What follows belongs to an exercise in optimizing a design on an open flow for small area; a production flow would make more cautious choices. RTL that was checked went through simulation tests only; none was proved equivalent to the original. Power is estimated from default activity; no workload was simulated.

v6:
// regfile_scoreboard
module regfile_scoreboard #(
  parameter int          DATA_W     = 32,
  parameter int          ADDR_W     = 5,
  parameter logic [31:0] RESET_BASE = 32'h100
) (
  input  logic              clock,
  input  logic              reset,
  input  logic [ADDR_W-1:0] rs_addr,
  input  logic [ADDR_W-1:0] rt_addr,
  output logic [DATA_W-1:0] rs_data,
  output logic [DATA_W-1:0] rt_data,
  input  logic              wb_en,
  input  logic [ADDR_W-1:0] wb_addr,
  input  logic [DATA_W-1:0] wb_data,
  input  logic              issue_en,
  input  logic [ADDR_W-1:0] issue_dst,
  output logic              stall,
  output logic [ADDR_W:0]   pending_count
);
  localparam int NREGS = 2**ADDR_W;
  logic [DATA_W-1:0] data_q [1:NREGS-1];
  logic [NREGS-1:1] valid_q, pend_q;
  logic [NREGS-1:1] wb_mask, wb_keep, set_mask, eff;
  logic [NREGS-1:1] dec_rs, dec_rt, dec_dst;
  logic [ADDR_W:0] count_q, count_d;
  logic accept, set_new, clr_old;
  for (genvar r = 1; r < NREGS; r++) begin : g_dec
    assign wb_mask[r] = wb_en && wb_addr == ADDR_W'(r);
    assign dec_rs[r]  = rs_addr == ADDR_W'(r);
    assign dec_rt[r]  = rt_addr == ADDR_W'(r);
    assign dec_dst[r] = issue_dst == ADDR_W'(r);
  end
  assign eff = pend_q & ~wb_mask;
  ...
Settings: LEC_CHECK=0, CAP_MARGIN=20, CORE_MARGIN=2, CORE_UTILIZATION=40, PLACE_DENSITY=0.7, SLEW_MARGIN=20, SYNTH_HIERARCHICAL=1, SYNTH_MINIMUM_KEEP_SIZE=0; clock period 7.0 ns.
standard.sh (not shown) runs the stock make flow with config.mk's settings and CLKGATE_MAP_FILE= SYNTH_SCRIPT=/design/flow/synth_recipe.tcl, a recipe that flattens the netlist after the stock synthesis.
==> flow/flow/run.sh <==
#!/bin/bash
# Standard ORFS layout (the standard.sh, standard synthesis unchanged) with two changes:
#  - ports are buffered with sky130_fd_sc_hd__buf_1 instead of the default delay buffer
#  - CTS builds the leaves from clkbuf_8 in clusters of up to 16 sinks within 60 um, with
#    no dummy loads
# make's output goes to flow_make.log in the work folder; each ORFS step keeps its own log
# under orfs/logs.
set -euo pipefail
cd "$(dirname "$0")/.."
bash standard.sh \
  BUFFER_PORTS_ARGS="-buffer_cell sky130_fd_sc_hd__buf_1" \
  CTS_ARGS="-sink_clustering_enable -repair_clock_nets -dont_use_dummy_load -sink_clustering_size 16 -sink_clustering_max_diameter 60 -buf_list sky130_fd_sc_hd__clkbuf_8" \
  finish > flow_make.log 2>&1
Here is what was changed in the inputs of v7 compared with v6.
# v6
export LEC_CHECK = 0
export CAP_MARGIN = 20
export CORE_MARGIN = 2
export CORE_UTILIZATION = 40
export PLACE_DENSITY = 0.7
export SLEW_MARGIN = 20
export SYNTH_HIERARCHICAL = 1
export SYNTH_MINIMUM_KEEP_SIZE = 0
create_clock -name core_clock -period 7.0 [get_ports {clock}]
# v7
export LEC_CHECK = 0
export CAP_MARGIN = 20
export CORE_MARGIN = 2
export CORE_UTILIZATION = 40
export SLEW_MARGIN = 20
export SYNTH_HIERARCHICAL = 1
export SYNTH_MINIMUM_KEEP_SIZE = 0
create_clock -name core_clock -period 7.0 [get_ports {clock}]
==> flow/flow/run.sh <==
#!/bin/bash
# Standard ORFS layout (the standard.sh, standard synthesis unchanged) with two changes:
#  - ports are buffered with sky130_fd_sc_hd__buf_1 instead of the default delay buffer
#  - CTS builds the leaves from clkbuf_8 in clusters of up to 14 sinks within 50 um, with
#    no dummy loads
# make's output goes to flow_make.log in the work folder; each ORFS step keeps its own log
# under orfs/logs.
set -euo pipefail
cd "$(dirname "$0")/.."
bash standard.sh \
  BUFFER_PORTS_ARGS="-buffer_cell sky130_fd_sc_hd__buf_1" \
  CTS_ARGS="-sink_clustering_enable -repair_clock_nets -dont_use_dummy_load -sink_clustering_size 14 -sink_clustering_max_diameter 50 -buf_list sky130_fd_sc_hd__clkbuf_8" \
  finish > flow_make.log 2>&1
Notes after the runs:
- v7 reached the end of the flow, and the finished layout is clean on the timing, DRC and antenna checks.
- Delta (v7 minus v6): layout cell share with drive strength beyond 1 shows an increase of 1.1 points, sequential power shows no meaningful change, arithmetic-cell share of the synthesized area counting full adders, half adders and majority gates shows no meaningful change, wire length of the first global-routing pass shows an increase of 11,000 um, wire length shows an increase of 5.4%.
- Delta (v7 minus v6): multiplexer fraction of the synthesized cell area held, net switching component of the power higher, clock latency on the worst-skew pair grew by 0.05 ns.
- Post-layout minimum cycle time was lower in v7 than in v6.

========
Starting RTL as in the previous note.
Settings: LEC_CHECK=0, CAP_MARGIN=20, CORE_MARGIN=2, CORE_UTILIZATION=40, PLACE_DENSITY=0.75, SLEW_MARGIN=20, SYNTH_HIERARCHICAL=1, SYNTH_MINIMUM_KEEP_SIZE=0; clock period 7.0 ns.
==> flow/flow/run.sh <==
#!/bin/bash
# Standard ORFS layout (the standard.sh, standard synthesis unchanged) with two changes:
#  - ports are buffered with sky130_fd_sc_hd__buf_1 instead of the default delay buffer
#  - CTS builds the leaves from clkbuf_8 in clusters of up to 16 sinks within 60 um, with
#    no dummy loads
# make's output goes to flow_make.log in the work folder; each ORFS step keeps its own log
# under orfs/logs.
set -euo pipefail
cd "$(dirname "$0")/.."
bash standard.sh \
  BUFFER_PORTS_ARGS="-buffer_cell sky130_fd_sc_hd__buf_1" \
  CTS_ARGS="-sink_clustering_enable -repair_clock_nets -dont_use_dummy_load -sink_clustering_size 16 -sink_clustering_max_diameter 60 -buf_list sky130_fd_sc_hd__clkbuf_8" \
  finish > flow_make.log 2>&1
Edit:
CORE_UTILIZATION = 55   (was 40)
PLACE_DENSITY = 0.7   (was 0.75)
What happened: The new run finished clean; sequential power hardly moves; fmax climbs by 2.8%; routed wire length climbs by 0.83%; final area drops by 0.61%; power drops by 0.72%; via count climbs by 0.47%; hold slack got worse by 0.030 ns; setup slack improved by 0.19 ns.
Edit:
==> flow/flow/run.sh (replaced) <==
#!/bin/bash
# Standard ORFS layout (the standard.sh, standard synthesis unchanged) with two changes:
#  - ports are buffered with sky130_fd_sc_hd__buf_1 instead of the default delay buffer
#  - CTS builds the tree from clkbuf_8 with no dummy loads
# make's output goes to flow_make.log in the work folder; each ORFS step keeps its own log
# under orfs/logs.
set -euo pipefail
cd "$(dirname "$0")/.."
bash standard.sh \
  BUFFER_PORTS_ARGS="-buffer_cell sky130_fd_sc_hd__buf_1" \
  CTS_ARGS="-sink_clustering_enable -repair_clock_nets -dont_use_dummy_load -sink_clustering_size 16 -sink_clustering_max_diameter 50 -buf_list {sky130_fd_sc_hd__clkbuf_8 sky130_fd_sc_hd__clkbuf_16} -root_buf sky130_fd_sc_hd__clkbuf_16" \
  finish > flow_make.log 2>&1
CORE_UTILIZATION = 40   (was 55)
PLACE_DENSITY = unset   (was 0.7)
Worst hold slack improves by 0.0087 ns.
Total power is higher by about a fifth.
Global-route usage is lower by 12 points.
Non-clock buffer count is lower by 39.
Cell count is higher by a few percent.
Synthesized area stays the same.
Final area is higher by a few percent.
First-iteration DRC count is lower by roughly a tenth.
Clock skew is lower by 0.031 ns.
Register-to-register slack improves by 0.31 ns.
Setup slack degrades by 0.023 ns.
Edit:
==> flow/flow/run.sh (replaced) <==
#!/bin/bash
# Standard ORFS layout (the standard.sh, standard synthesis unchanged) with two changes:
#  - ports are buffered with sky130_fd_sc_hd__buf_1 instead of the default delay buffer
#  - CTS builds the leaves from clkbuf_8 in clusters of up to 16 sinks within 60 um, with
#    no dummy loads
# make's output goes to flow_make.log in the work folder; each ORFS step keeps its own log
# under orfs/logs.
set -euo pipefail
cd "$(dirname "$0")/.."
bash standard.sh \
  BUFFER_PORTS_ARGS="-buffer_cell sky130_fd_sc_hd__buf_1" \
  CTS_ARGS="-sink_clustering_enable -repair_clock_nets -dont_use_dummy_load -sink_clustering_size 16 -sink_clustering_max_diameter 60 -buf_list sky130_fd_sc_hd__clkbuf_8" \
  finish > flow_make.log 2>&1
PLACE_DENSITY = 0.65   (was unset)
What happened:
- power fell by about 11%
- synthesized cell count does not change
- wire length is lower by about 1.1%
- combinational power is about the same
- die area stays the same
- cell count is about the same
- setup slack loses 0.24 ns

========
Another version of the RTL of regfile_scoreboard (not shown whole).
Size: roughly 43000 µm² of cells after synthesis.
clock: 7.0 ns
lec_check: 0
cap_margin: 20
core_margin: 2
core_utilization: 50
cts_buf_list: sky130_fd_sc_hd__clkbuf_8
cts_cluster_size: 20
slew_margin: 20
synth_hierarchical: 1
synth_minimum_keep_size: 0
run.sh (not shown) runs the stock make flow with config.mk's settings and CLKGATE_MAP_FILE= SYNTH_SCRIPT=/design/flow/synth_recipe.tcl, a recipe that flattens the netlist after the stock synthesis.
Stock flow here: none of the scripts above is used.
The baseline finished but failed the layout checks on setup timing.
==> next run, changes <==
- CORE_UTILIZATION: 50 -> 30
- CTS_BUF_LIST: sky130_fd_sc_hd__clkbuf_8 -> default
- CTS_CLUSTER_SIZE: 20 -> default
=> The new run finished with setup timing left; fmax rises slightly; final area rises slightly; synthesized area does not change; total power rises slightly; setup slack improves by 0.090 ns; clock-buffer cell count falls by 66; sequential share of layout area falls by 0.57 points; clock skew falls by 0.0035 ns; first-iteration DRC count falls by a few percent; clock power rises by a few percent.
Function was not checked in any run of this note: the RTL went through the layout flow alone.

## re-timing with driven ports
In the flow no input, the clock included, has a driving cell. The finished layouts below were timed again as built, in two steps.
Step 1, drivers: a clkbuf_16 drives clock and a buf_2 each remaining input, both assumed.
Step 2 adds t to the input delays and takes it off the output delays; t is the mean of the earliest and latest rising clock arrival at the registers after step 1. Input paths then give back, and output paths get back, about the clock's delay inside the block.
Three values: no drivers, after step 1, after step 2; two values: the first two.
run	t, ns	setup WS [ns]	worst slew at a driven data input, ns
v6	0.809	0.173 / 0.153 / 0.123	0.08
v7	0.851	0.235 / 0.205 / 0.205	0.08
the first run of note 2	0.781	0.162 / 0.128 / 0.112	0.07
the second run of note 2	0.784	0.348 / 0.319 / 0.031	0.04
the third run of note 2	0.751	0.325 / 0.305 / 0.181	0.07
the fourth run of note 2	0.825	0.090 / 0.064 / 0.064	0.06
the first run of note 3	0.971	-0.113 / -0.136 / -0.136	0.23
the second run of note 3	0.798	-0.023 / -0.048 / -0.048	0.10
The setup slack of the second run of note 2, which loses most, moves by -0.029 ns with the drivers and by -0.317 ns with both steps.
